What follows belongs to an exercise in optimizing a design on an open flow for small area, a short achievable clock period and few clock cycles per item; a production flow would make more cautious choices. Function was checked by simulation only, so behaviour that the tests miss may differ from the original.

## yuvToRgb
module yuvToRgb (
	input logic Clock,
	input logic resetn,
	input logic start,
	input logic [15:0] readData,
	output logic done,
	output logic [17:0] sramAddress,
	output logic [15:0] sramWriteData,
	output logic sramWeN
);
export LEC_CHECK = 0
export CAP_MARGIN = 20
export CORE_MARGIN = 2
export CORE_UTILIZATION = 40
export CTS_CLUSTER_DIAMETER = 100
export CTS_CLUSTER_SIZE = 25
export SETUP_SLACK_MARGIN = 5
export SLEW_MARGIN = 20
export SYNTH_HIERARCHICAL = 1
export SYNTH_MINIMUM_KEEP_SIZE = 0
create_clock -name core_clock -period 12.0 [get_ports {Clock}]
standard.sh (not shown) runs the stock make flow with config.mk's settings and CLKGATE_MAP_FILE= SYNTH_SCRIPT=/design/flow/synth_recipe.tcl, a recipe that flattens the netlist after the stock synthesis.
==> flow/flow/run.sh <==
#!/bin/bash
set -euo pipefail
bash standard.sh SETUP_SLACK_MARGIN=8.4 "BUFFER_PORTS_ARGS=-buffer_cell sky130_fd_sc_hd__buf_2" finish > standard.log 2>&1
The starting point went through all stages and came out clean.
Testbench counts at the start, summed over its fixed seeds: cycles 26,144, rows 32.
Change:
==> flow/flow/run.sh (replaced) <==
#!/bin/bash
set -euo pipefail
bash standard.sh SETUP_SLACK_MARGIN=8.0 "BUFFER_PORTS_ARGS=-buffer_cell sky130_fd_sc_hd__buf_2" finish > standard.log 2>&1
Non-clock buffer count decreases by 19.
Wire length goes down by 1.9%.
Worst setup slack loses 0.22 ns.
Synthesized area does not change.
Register-to-register slack loses 0.29 ns.
Fmax falls by 5.8%.
Global-route usage went down by 0.34 points.
Change:
==> flow/flow/run.sh (replaced) <==
#!/bin/bash
set -euo pipefail
bash standard.sh SETUP_SLACK_MARGIN=8.4 "BUFFER_PORTS_ARGS=-buffer_cell sky130_fd_sc_hd__buf_2" finish > standard.log 2>&1
Settings changed: CTS_CLUSTER_DIAMETER 100 to 120, CTS_CLUSTER_SIZE 25 to 30.
After rerunning: Flip-flop and latch count does not change. Synthesized cell count does not change. Worst hold slack improves by 0.0095 ns. First-iteration DRC count grows by 14%. Maximum frequency grows by 7.2%. Sequential share of layout area shrinks by 0.21 points. Setup slack improves by 0.26 ns. Clock-buffer cell count shrinks by 4. Critical path depth shrinks by 9. Design area grows by 0.95%.

---

## job 1521
yuvToRgb again, from the RTL that the note above started with.
==> flow/config.mk <==
export PLATFORM = sky130hd
export DESIGN_NAME = yuvToRgb
export DESIGN_NICKNAME = yuvToRgb
export VERILOG_FILES = /design/flow/design.v
export SDC_FILE = /design/flow/constraint.sdc
export NUM_CORES = 4
export LEC_CHECK = 0
export CAP_MARGIN = 20
export CORE_MARGIN = 2
export CORE_UTILIZATION = 40
export SETUP_SLACK_MARGIN = 5
export SLEW_MARGIN = 20
export SYNTH_HIERARCHICAL = 1
export SYNTH_MINIMUM_KEEP_SIZE = 0
==> flow/constraint.sdc <==
create_clock -name core_clock -period 12.0 [get_ports {Clock}]
set_input_delay 2.4000 -clock core_clock [delete_from_list [all_inputs] [get_ports {Clock}]]
set_output_delay 2.4000 -clock core_clock [all_outputs]
set_load 0.01 [all_outputs]
==> flow/flow/run.sh <==
#!/bin/bash
set -euo pipefail
bash standard.sh SETUP_SLACK_MARGIN=8.4 "BUFFER_PORTS_ARGS=-buffer_cell sky130_fd_sc_hd__buf_2" finish > standard.log 2>&1
The flow did not stop early for job 1521: all stages ran, and the layout cleared the timing, DRC and antenna checks.
Testbench counts of job 1521, summed over its fixed seeds: cycles 26,144, rows 32.
Here is what was changed in the inputs of job 2418 compared with job 1521.
-- flow/config.mk --
<<< job 1521, line 9
export CORE_MARGIN = 2
export CORE_UTILIZATION = 40
export SETUP_SLACK_MARGIN = 5
export SLEW_MARGIN = 20
>>> job 2418, line 9
export CORE_MARGIN = 2
export CORE_UTILIZATION = 40
export CTS_CLUSTER_DIAMETER = 80
export CTS_CLUSTER_SIZE = 30
export SETUP_SLACK_MARGIN = 5
export SLEW_MARGIN = 20
## What came out
Job 2418 went all the way through the flow, and no timing, DRC or antenna check failed.
Job 2418 vs. job 1521: routed metal-1 wirelength went down 2.3%; count of clock-buffer cells in the layout fell by 42; register-to-register slack went up; area added between synthesis and finish now sits lower.
In job 2418, clock skew is higher than in job 1521.
Worst hold slack delta for job 2418 relative to job 1521: 0.011 ns higher
Setup changes, job 2418 to job 6521
==> flow/flow/run.sh <==
#!/bin/bash
set -euo pipefail
bash standard.sh SETUP_SLACK_MARGIN=8.7 "BUFFER_PORTS_ARGS=-buffer_cell sky130_fd_sc_hd__buf_2" finish > standard.log 2>&1
-- flow/config.mk --
<<< job 2418, line 9
export CORE_MARGIN = 2
export CORE_UTILIZATION = 40
export CTS_CLUSTER_DIAMETER = 80
export CTS_CLUSTER_SIZE = 30
export SETUP_SLACK_MARGIN = 5
export SLEW_MARGIN = 20
>>> job 6521, line 9
export CORE_MARGIN = 2
export CORE_UTILIZATION = 40
export CTS_CLUSTER_DIAMETER = 100
export CTS_CLUSTER_SIZE = 25
export SETUP_SLACK_MARGIN = 5
export SLEW_MARGIN = 20
==> results.txt <==
- Signed area change from the synthesized netlist to the final layout, job 2418 and job 6521: smaller value in job 2418
- No stage failed in job 6521, and the final checks on the layout all came back clean.
- Sequential share of layout area, job 2418 and job 6521: lower on job 6521
- Comparing job 2418 and job 6521, filler cell count is higher on job 2418.
- Wire length | job 6521 above job 2418
- Per the comparison of job 6521 with job 2418, smallest setup slack after layout lost 0.0072 ns, worst-skew pair later-pin latency neither gained nor lost much, met2 wirelength from detailed routing picked up an extra 3.3%.

---

yuvToRgb, a different RTL version from the one above (not shown whole).
Size in the first run: ~1900 cells after synthesis, roughly 410 flip-flops, about 55 I/O pins, roughly 23000 um^2 of cells after synthesis.
Settings: LEC_CHECK=0, CAP_MARGIN=20, CORE_MARGIN=2, CORE_UTILIZATION=40, CTS_CLUSTER_DIAMETER=100, CTS_CLUSTER_SIZE=30, SETUP_SLACK_MARGIN=5, SLEW_MARGIN=20, SYNTH_HIERARCHICAL=1, SYNTH_MINIMUM_KEEP_SIZE=0; clock period 12.0 ns.
==> flow/flow/run.sh <==
#!/bin/bash
set -euo pipefail
bash standard.sh SETUP_SLACK_MARGIN=8.5 "BUFFER_PORTS_ARGS=-buffer_cell sky130_fd_sc_hd__buf_2" finish > standard.log 2>&1
The baseline ran to the end with no violations.
Testbench counts at the start, summed over its fixed seeds: cycles 26,144, rows 32.
Next try:
- CTS_CLUSTER_DIAMETER: 100 -> 90
- CTS_CLUSTER_SIZE: 30 -> 35
Outcome: The changed run produced a clean layout. Setup slack degrades by 0.025 ns. Hold slack gets better by 0.0044 ns. Die area is unchanged. Routed wire length increases slightly. Design area grows slightly. Global-route usage hardly moves.

---

Setup of v6:
Another version of the RTL of yuvToRgb (not shown whole).
Size: roughly 1800 cells after synthesis, ~410 flip-flops, ~55 I/O pins.
clock: 12.0 ns
lec_check: 0
abc_clock_period_in_ps: 3500
cap_margin: 20
core_margin: 2
core_utilization: 40
cts_cluster_diameter: 100
cts_cluster_size: 25
setup_slack_margin: 5
slew_margin: 20
synth_hierarchical: 1
synth_minimum_keep_size: 0
Scripts as last shown in full above: flow/flow/run.sh
v6 reached the end of the flow, and the finished layout is clean on the timing, DRC and antenna checks.
Testbench counts of v6, summed over its fixed seeds: cycles 26,144, rows 32.
The inputs of v7 differ from those of v6 as listed below.
- removing ABC_CLOCK_PERIOD_IN_PS (formerly 3500)
Reported for v7 and v6, design area turned out identical to the last digit.
Taking v6 as the reference, in v7 sequential share of cell area has remained practically unchanged, number of buffer and inverter instances along the worst setup path shows no meaningful change, flip-flop and latch count barely changed, setup slack now sits at about the same level, first-pass GRT wire length comparable.
Share of post-route cells with drive strength above 1 came out exactly the same in v7 and v6.
v7 -> v6: hold slack flat

---

yuvToRgb, a different RTL version from the one above (not shown whole).
Size: ~1900 cells after synthesis, ~400 flip-flops, about 55 I/O pins, ~23000 sq um of cells after synthesis.
Settings: LEC_CHECK=0, CAP_MARGIN=20, CORE_MARGIN=2, CORE_UTILIZATION=40, SETUP_SLACK_MARGIN=5, SLEW_MARGIN=20, SYNTH_HIERARCHICAL=1, SYNTH_MINIMUM_KEEP_SIZE=0; clock period 12.0 ns.
==> flow/flow/run.sh <==
#!/bin/bash
# The standard layout, with plain buffers (buf_2) on the ports instead of the
# delay buffers that buffer_ports picks by default.
set -e
export BUFFER_PORTS_ARGS="-buffer_cell sky130_fd_sc_hd__buf_2"
bash standard.sh > standard.log 2>&1
Testbench counts at the start, summed over its fixed seeds: cycles 26,144, rows 32.
Then changed:
==> flow/run.sh (new file) <==
#!/bin/bash
# synth_recipe.tcl (not shown) runs the flow's synth.tcl, then flattens the netlist and writes it again
# the make line also repeats each setting of config.mk as NAME=value (left out here)
make -C /OpenROAD-flow-scripts/flow DESIGN_CONFIG=/design/flow/config.mk WORK_HOME=/design/flow/orfs CLKGATE_MAP_FILE= SYNTH_SCRIPT=/design/flow/synth_recipe.tcl finish
removed: flow/flow/run.sh
removed: flow/standard.sh
Effect:
- non-clock buffer count rises by 5
- sequential cell count stays the same
- global-route usage stays flat

==> separate check: timing with driven ports <==
The flow's constraints put no driver on any port. The routed layouts listed below were extracted and timed again, unchanged, in two steps.
Step 1 (the two cells are an assumption about what drives the block):
set clk [get_ports {Clock}]
set_driving_cell -lib_cell sky130_fd_sc_hd__clkbuf_16 $clk
set_driving_cell -lib_cell sky130_fd_sc_hd__buf_2 [delete_from_list [all_inputs] $clk]
Step 2 times the ports against the registers' clock, not the clock port: input delays grow and output delays shrink by t, the midpoint of the rising clock arrivals with the driver on.
Slacks: no drivers / after step 1 / after step 2; pairs: no drivers / after step 1.
| run | shift t [ns] | setup slack, ns | hold WS [ns] | latest minus earliest clock arrival (ns) | worst register clock-pin slew, ns |
|---|---|---|---|---|---|
| the first run of note 1 | 0.620 | 8.376 / 8.322 / 8.376 | 0.337 / 0.337 / 0.337 | 0.034 / 0.034 | 0.11 / 0.11 |
| the second run of note 1 | 0.625 | 8.152 / 8.151 / 8.151 | 0.330 / 0.330 / 0.330 | 0.019 / 0.019 | 0.10 / 0.10 |
| the third run of note 1 | 0.596 | 8.410 / 8.356 / 8.362 | 0.340 / 0.340 / 0.340 | 0.033 / 0.034 | 0.12 / 0.12 |
| job 1521 | 0.633 | 8.392 / 8.354 / 8.349 | 0.326 / 0.326 / 0.326 | 0.031 / 0.031 | 0.06 / 0.06 |
| job 2418 | 0.615 | 8.396 / 8.339 / 8.367 | 0.336 / 0.336 / 0.336 | 0.030 / 0.031 | 0.11 / 0.11 |
| job 6521 | 0.613 | 8.389 / 8.330 / 8.407 | 0.337 / 0.337 / 0.337 | 0.032 / 0.033 | 0.10 / 0.10 |
| the first run of note 3 | 0.593 | 8.478 / 8.423 / 8.170 | 0.342 / 0.342 / 0.342 | 0.032 / 0.033 | 0.11 / 0.11 |
| the second run of note 3 | 0.607 | 8.452 / 8.398 / 8.089 | 0.346 / 0.346 / 0.346 | 0.044 / 0.044 | 0.12 / 0.12 |
| v6 | 0.612 | 8.476 / 8.420 / 8.504 | 0.339 / 0.339 / 0.339 | 0.034 / 0.034 | 0.10 / 0.10 |
| v7 | 0.612 | 8.476 / 8.420 / 8.504 | 0.339 / 0.339 / 0.339 | 0.034 / 0.034 | 0.10 / 0.10 |
| the first run of note 5 | 0.620 | 7.821 / 7.821 / 7.821 | 0.330 / 0.330 / 0.330 | 0.037 / 0.036 | 0.07 / 0.07 |
| the second run of note 5 | 0.609 | 7.972 / 7.918 / 7.972 | 0.328 / 0.328 / 0.328 | 0.032 / 0.032 | 0.07 / 0.07 |
After both steps every run listed still meets setup and hold. The setup slack of the second run of note 3, which loses most, moves by -0.054 ns with the drivers and by -0.363 ns with both steps.
